Context: an optimization exercise on an open-source flow, tuned for small area and a short achievable clock period. The choices shown serve that exercise and are no tape-out recipe.
In this exercise RTL edits were held to simulation tests only and were not proved equivalent to the original.
Power is estimated from default activity; no workload was simulated.

==> flow/design.v <==
package regfile_mp_sb_pkg;
  localparam int RF_DATA_W   = 32;
  localparam int RF_ADDR_W   = 5;
  localparam int RF_NUM_RD   = 2;
  localparam int RF_ZERO_IDX = 0;
  typedef logic [RF_ADDR_W-1:0] rf_addr_t;
  typedef logic [RF_DATA_W-1:0] rf_data_t;
  typedef struct packed {
    rf_addr_t rs;
    rf_addr_t rt;
  } rf_rd_req_t;
  typedef struct packed {
    rf_data_t rs_val;
    rf_data_t rt_val;
  } rf_rd_rsp_t;
endpackage
module regfile_rd_port #(
  parameter int DATA_W = regfile_mp_sb_pkg::RF_DATA_W,
  parameter int DEPTH  = 32
) (
  input  logic [4:0]                   raddr,
  input  logic [DEPTH-1:1][DATA_W-1:0] regs_n,   
  input  logic [DEPTH-1:1]             valid,
  input  logic [DEPTH-1:1]             busy,
  input  logic [4:0]                   waddr,
  input  logic                         wren,
  input  logic [DATA_W-1:0]            wdata,
  input  logic [DATA_W-1:0]            wdata_n,   
  output logic [DATA_W-1:0]            rdata,
  output logic                         rbusy
);
  logic [3:0] lo;
  logic [7:0] hi;
  for (genvar j = 0; j < 4; j++) begin : g_lo
    rf_g_dec2 #(.V(j)) u_lo (.a(raddr[1:0]), .y(lo[j]));
  end
  logic [3:0] lob;
  for (genvar j = 0; j < 4; j++) begin : g_lob
    rf_g_dec2 #(.V(j)) u_lob (.a(raddr[1:0]), .y(lob[j]));
  end
  for (genvar m = 0; m < 8; m++) begin : g_hi
    rf_g_dec3 #(.V(m)) u_hi (.a(raddr[4:2]), .y(hi[m]));
  end
  logic [4:0] eq;
  logic       hit_n0, hit_n1, byp, nbyp, a_nz;
  for (genvar j = 0; j < 5; j++) begin : g_eq
    rf_g_xnor2 u_eq (.a(raddr[j]), .b(waddr[j]), .y(eq[j]));
  end
  rf_g_nand3 u_hn0 (.a(eq[0]), .b(eq[1]), .c(eq[2]), .y(hit_n0));
  rf_g_nand3 u_hn1 (.a(eq[3]), .b(eq[4]), .c(wren),  .y(hit_n1));
  rf_g_nor2  u_byp (.a(hit_n0), .b(hit_n1), .y(byp));
  rf_g_or2   u_nbp (.a(hit_n0), .b(hit_n1), .y(nbyp));
  rf_g_or5   u_nz  (.a(raddr), .y(a_nz));
  logic [DEPTH-1:1] nsel;
  for (genvar i = 1; i < DEPTH; i++) begin : g_sel
    rf_g_nand3 u_sel (.a(lo[i%4]), .b(hi[i/4]), .c(valid[i]), .y(nsel[i]));
  end
  for (genvar b = 0; b < DATA_W; b++) begin : g_bit
    logic [15:0] t;
    logic        c;
    for (genvar g = 0; g < 15; g++) begin : g_oai
      rf_g_oai22 u_oai (.a0(nsel[2*g+1]), .a1(regs_n[2*g+1][b]), .b0(nsel[2*g+2]), .b1(regs_n[2*g+2][b]), .y(t[g]));
    end
    rf_g_oai22 u_last (.a0(nsel[31]), .a1(regs_n[31][b]), .b0(nbyp), .b1(wdata_n[b]), .y(t[15]));
    rf_g_aoi21 u_c (.a0(wdata[b]), .a1(a_nz), .b(nbyp), .y(c));
    rf_g_or16c u_o (.a(t), .c(c), .y(rdata[b]));
  end
  logic [7:0] gb;
  logic [3:0] x;
  for (genvar m = 0; m < 8; m++) begin : g_bg
    logic [1:0] p;
    rf_g_aoi22 u_p0 (.a0(lob[0]), .a1(m == 0 ? 1'b0 : busy[4*m+0]), .b0(lob[1]), .b1(busy[4*m+1]), .y(p[0]));
    rf_g_aoi22 u_p1 (.a0(lob[2]), .a1(busy[4*m+2]),                 .b0(lob[3]), .b1(busy[4*m+3]), .y(p[1]));
    rf_g_nand2 u_g  (.a(p[0]), .b(p[1]), .y(gb[m]));
  end
  for (genvar q = 0; q < 4; q++) begin : g_bx
    rf_g_aoi22 u_x (.a0(hi[2*q]), .a1(gb[2*q]), .b0(hi[2*q+1]), .b1(gb[2*q+1]), .y(x[q]));
  end
  rf_g_aoi41 u_rb (.a(x[0]), .b(x[1]), .c(x[2]), .d(x[3]), .e(byp), .y(rbusy));
endmodule
module rf_g_ao22 (input logic a0, a1, b0, b1, output logic y);
  assign y = (a0 & a1) | (b0 & b1);
endmodule
module rf_g_aoi22 (input logic a0, a1, b0, b1, output logic y);
  assign y = ~((a0 & a1) | (b0 & b1));
endmodule
module rf_g_aoi41 (input logic a, b, c, d, e, output logic y);
  assign y = ~((a & b & c & d) | e);
endmodule
module rf_g_nand4 (input logic a, b, c, d, output logic y);
  assign y = ~(a & b & c & d);
endmodule
module rf_g_nand3 (input logic a, b, c, output logic y);
  assign y = ~(a & b & c);
endmodule
module rf_g_nand2 (input logic a, b, output logic y);
  assign y = ~(a & b);
endmodule
module rf_g_oai22 (input logic a0, a1, b0, b1, output logic y);
  assign y = ~((a0 | a1) & (b0 | b1));
endmodule
module rf_g_or16c (input logic [15:0] a, input logic c, output logic y);
  logic [3:0] u;
  assign u[0] = ~|a[3:0];
  assign u[1] = ~|a[7:4];
  assign u[2] = ~|a[11:8];
  assign u[3] = ~|a[15:12];
  assign y    = ~((&u) | c);
endmodule
module rf_g_or2 (input logic a, b, output logic y);
  assign y = a | b;
endmodule
module rf_g_or5 (input logic [4:0] a, output logic y);
  assign y = |a;
endmodule
module rf_g_aoi21 (input logic a0, a1, b, output logic y);
  assign y = ~((a0 & a1) | b);
endmodule
module rf_g_nor2 (input logic a, b, output logic y);
  assign y = ~(a | b);
endmodule
module rf_g_and2 (input logic a, b, output logic y);
  assign y = a & b;
endmodule
module rf_g_xnor2 (input logic a, b, output logic y);
  assign y = ~(a ^ b);
endmodule
module rf_g_dec2 #(parameter int V = 0) (input logic [1:0] a, output logic y);
  assign y = (a == 2'(V));
endmodule
module rf_g_dec3 #(parameter int V = 0) (input logic [2:0] a, output logic y);
  assign y = (a == 3'(V));
endmodule
module rf_g_dec3e #(parameter int V = 0) (input logic [2:0] a, input logic e, output logic y);
  assign y = e && (a == 3'(V));
endmodule
module regfile_mp_sb #(
  parameter int DATA_W   = regfile_mp_sb_pkg::RF_DATA_W,
  parameter int ADDR_W   = regfile_mp_sb_pkg::RF_ADDR_W,
  parameter int NUM_RD   = regfile_mp_sb_pkg::RF_NUM_RD
) (
  input  logic                     clk,
  input  logic                     rst_n,
  input  logic [NUM_RD*ADDR_W-1:0] raddr,
  output logic [NUM_RD*DATA_W-1:0] rdata,
  output logic [NUM_RD-1:0]        rbusy,
  input  logic                     wren,
  input  logic [ADDR_W-1:0]        waddr,
  input  logic [DATA_W-1:0]        wdata,
  input  logic                     alloc_en,
  input  logic [ADDR_W-1:0]        alloc_addr,
  input  logic                     flush,
  output logic [ADDR_W:0]          busy_cnt
);
  localparam int DEPTH = 2**ADDR_W;
  logic [DEPTH-1:1][DATA_W-1:0] regs_n;    
  logic [DATA_W-1:0] wdata_n;
  logic [DEPTH-1:1] valid;
  logic [DEPTH-1:1] busy;
  logic [DEPTH-1:1] busy_nxt;
  logic [DEPTH-1:1] busy_ret;
  logic [DEPTH-1:1] wdec;
  logic [DEPTH-1:1] nwdec;
  logic [DEPTH-1:1] adec;
  logic [3:0]       wlo;
  logic [7:0]       whi;
  logic [ADDR_W:0]  busy_cnt_q;
  logic [ADDR_W:0]  cnt_nxt;
  logic [ADDR_W:0]  cnt_up;
  logic [ADDR_W:0]  cnt_dn;
  logic             cnt_inc;
  logic             cnt_dec;
  logic             alloc_any;
  for (genvar j = 0; j < 4; j++) begin : g_wlo
    rf_g_dec2 #(.V(j)) u_wlo (.a(waddr[1:0]), .y(wlo[j]));
  end
  for (genvar m = 0; m < 8; m++) begin : g_whi
    rf_g_dec3e #(.V(m)) u_whi (.a(waddr[4:2]), .e(wren), .y(whi[m]));
  end
  for (genvar i = 1; i < DEPTH; i++) begin : g_wdec
    rf_g_and2  u_wd  (.a(wlo[i%4]), .b(whi[i/4]), .y(wdec[i]));
    rf_g_nand2 u_nwd (.a(wlo[i%4]), .b(whi[i/4]), .y(nwdec[i]));
  end
  always_comb begin
    for (int i = 1; i < DEPTH; i++)
      adec[i] = alloc_en && (alloc_addr == ADDR_W'(i));
  end
  assign wdata_n = ~wdata;
  logic [DEPTH-1:1][DATA_W-1:0] regs_d;
  for (genvar i = 1; i < DEPTH; i++) begin : g_wr
    for (genvar b = 0; b < DATA_W; b++) begin : g_b
      rf_g_ao22 u_h (.a0(wdec[i]), .a1(wdata_n[b]), .b0(nwdec[i]), .b1(regs_n[i][b]), .y(regs_d[i][b]));
    end
  end
  always_ff @(posedge clk) begin
    regs_n <= regs_d;
  end
  always_ff @(posedge clk or negedge rst_n) begin
    if (!rst_n) valid <= '0;
    else        valid <= valid | wdec;
  end
  assign busy_ret  = busy & nwdec;
  assign busy_nxt  = (flush ? '0 : busy_ret) | adec;
  assign cnt_dec   = |(busy & wdec);
  assign cnt_inc   = |(adec & ~busy_ret);
  assign alloc_any = |adec;
  assign cnt_up    = busy_cnt_q + 1'b1;
  assign cnt_dn    = busy_cnt_q - 1'b1;
  always_comb begin
    if (flush)
      cnt_nxt = {{ADDR_W{1'b0}}, alloc_any};
    else if (cnt_inc && !cnt_dec)
      cnt_nxt = cnt_up;
    else if (cnt_dec && !cnt_inc)
      cnt_nxt = cnt_dn;
    else
      cnt_nxt = busy_cnt_q;
  end
  always_ff @(posedge clk or negedge rst_n) begin
    if (!rst_n) begin
      busy       <= '0;
      busy_cnt_q <= '0;
    end else begin
      busy       <= busy_nxt;
      busy_cnt_q <= cnt_nxt;
    end
  end
  assign busy_cnt = busy_cnt_q;
  for (genvar k = 0; k < NUM_RD; k++) begin : g_rd
    regfile_rd_port #(
      .DATA_W(DATA_W),
      .DEPTH (DEPTH)
    ) u_rd (
      .raddr(raddr[k*ADDR_W +: ADDR_W]),
      .regs_n(regs_n),
      .valid(valid),
      .busy (busy),
      .waddr(waddr),
      .wren (wren),
      .wdata(wdata),
      .wdata_n(wdata_n),
      .rdata(rdata[k*DATA_W +: DATA_W]),
      .rbusy(rbusy[k])
    );
  end
endmodule
Settings: LEC_CHECK=0, CAP_MARGIN=20, CORE_MARGIN=2, CORE_UTILIZATION=50, CTS_BUF_LIST=sky130_fd_sc_hd__clkbuf_16, CTS_CLUSTER_DIAMETER=80, CTS_CLUSTER_SIZE=24, PLACE_DENSITY=0.65, SETUP_SLACK_MARGIN=1.8, SLEW_MARGIN=20, SYNTH_HIERARCHICAL=1; clock period 6.5 ns.
standard.sh (not shown) runs the stock make flow with config.mk's settings and CLKGATE_MAP_FILE= SYNTH_SCRIPT=/design/flow/synth_recipe.tcl, a recipe that flattens the netlist after the stock synthesis.
==> flow/flow/run.sh <==
#!/bin/bash
# Layout: the standard flow (standard.sh, all steps), except that the port buffers
# that buffer_ports adds during placement are a plain buffer (sky130_fd_sc_hd__buf_2)
# rather than the delay-cell buffer it picks by itself. make's and every ORFS step's
# full output is in standard.log here and in orfs/logs/.
set -euo pipefail
export BUFFER_PORTS_ARGS="-buffer_cell sky130_fd_sc_hd__buf_2"
bash standard.sh finish > standard.log 2>&1
Edit:
--- a/flow/design.v
+++ b/flow/design.v
@@ -74,15 +74,12 @@
     rf_g_nand2 u_g  (.a(p[0]), .b(p[1]), .y(gb[m]));
   end
   for (genvar q = 0; q < 4; q++) begin : g_bx
     rf_g_aoi22 u_x (.a0(hi[2*q]), .a1(gb[2*q]), .b0(hi[2*q+1]), .b1(gb[2*q+1]), .y(x[q]));
   end
   rf_g_aoi41 u_rb (.a(x[0]), .b(x[1]), .c(x[2]), .d(x[3]), .e(byp), .y(rbusy));
-endmodule
-module rf_g_ao22 (input logic a0, a1, b0, b1, output logic y);
-  assign y = (a0 & a1) | (b0 & b1);
 endmodule
 module rf_g_aoi22 (input logic a0, a1, b0, b1, output logic y);
   assign y = ~((a0 & a1) | (b0 & b1));
 endmodule
 module rf_g_aoi41 (input logic a, b, c, d, e, output logic y);
   assign y = ~((a & b & c & d) | e);
@@ -183,20 +180,15 @@
   end
   always_comb begin
     for (int i = 1; i < DEPTH; i++)
       adec[i] = alloc_en && (alloc_addr == ADDR_W'(i));
   end
   assign wdata_n = ~wdata;
-  logic [DEPTH-1:1][DATA_W-1:0] regs_d;
-  for (genvar i = 1; i < DEPTH; i++) begin : g_wr
-    for (genvar b = 0; b < DATA_W; b++) begin : g_b
-      rf_g_ao22 u_h (.a0(wdec[i]), .a1(wdata_n[b]), .b0(nwdec[i]), .b1(regs_n[i][b]), .y(regs_d[i][b]));
-    end
-  end
   always_ff @(posedge clk) begin
-    regs_n <= regs_d;
+    for (int i = 1; i < DEPTH; i++)
+      if (wdec[i]) regs_n[i] <= wdata_n;
   end
   always_ff @(posedge clk or negedge rst_n) begin
     if (!rst_n) valid <= '0;
     else        valid <= valid | wdec;
   end
   assign busy_ret  = busy & nwdec;
=> Wire length is lower by 21%; clock skew hardly moves; hold slack improved by 0.10 ns; total power fell by 18%; via count fell by 21%; cell area rises by 0.70%; register-to-register slack loses 0.09 ns; clock power barely changes; setup slack improves by 0.072 ns; combinational power shrinks by 59%; fmax climbs by 1.5%; sequential share of layout area rises by 19 points; first-iteration DRC count goes down by 20%; non-clock buffer count shrinks by 94.

## separate check: timing with driven ports
How much do the figures lean on ideal ports? The routed layouts below were timed once more, with nothing changed but the port constraints. Step 1 sets driving cells, clkbuf_16 on the clock port and buf_2 on the other inputs (assumed; they add their load-dependent delay and slew). Step 2, shift: input delay + t, output delay - t, t = (earliest + latest rising clock arrival at the registers) / 2. This alone moves slack from input paths to output paths. a / b / c = ideal ports / drivers / drivers and shift; a / b = the first two.
run | shift t [ns] | setup WS [ns] | worst setup path at the end | clock arrival spread, ns | slew at the worst register clock pin (ns)
the first run | 0.754 | 1.603 / 1.570 / 1.253 | input to register | 0.036 / 0.036 | 0.11 / 0.11
the second run | 0.727 | 1.675 / 1.649 / 1.273 | input to register | 0.034 / 0.034 | 0.11 / 0.11
After both steps every run listed still meets setup and hold. The setup slack of the second run, which loses most, moves by -0.026 ns with the drivers and by -0.402 ns with both steps.
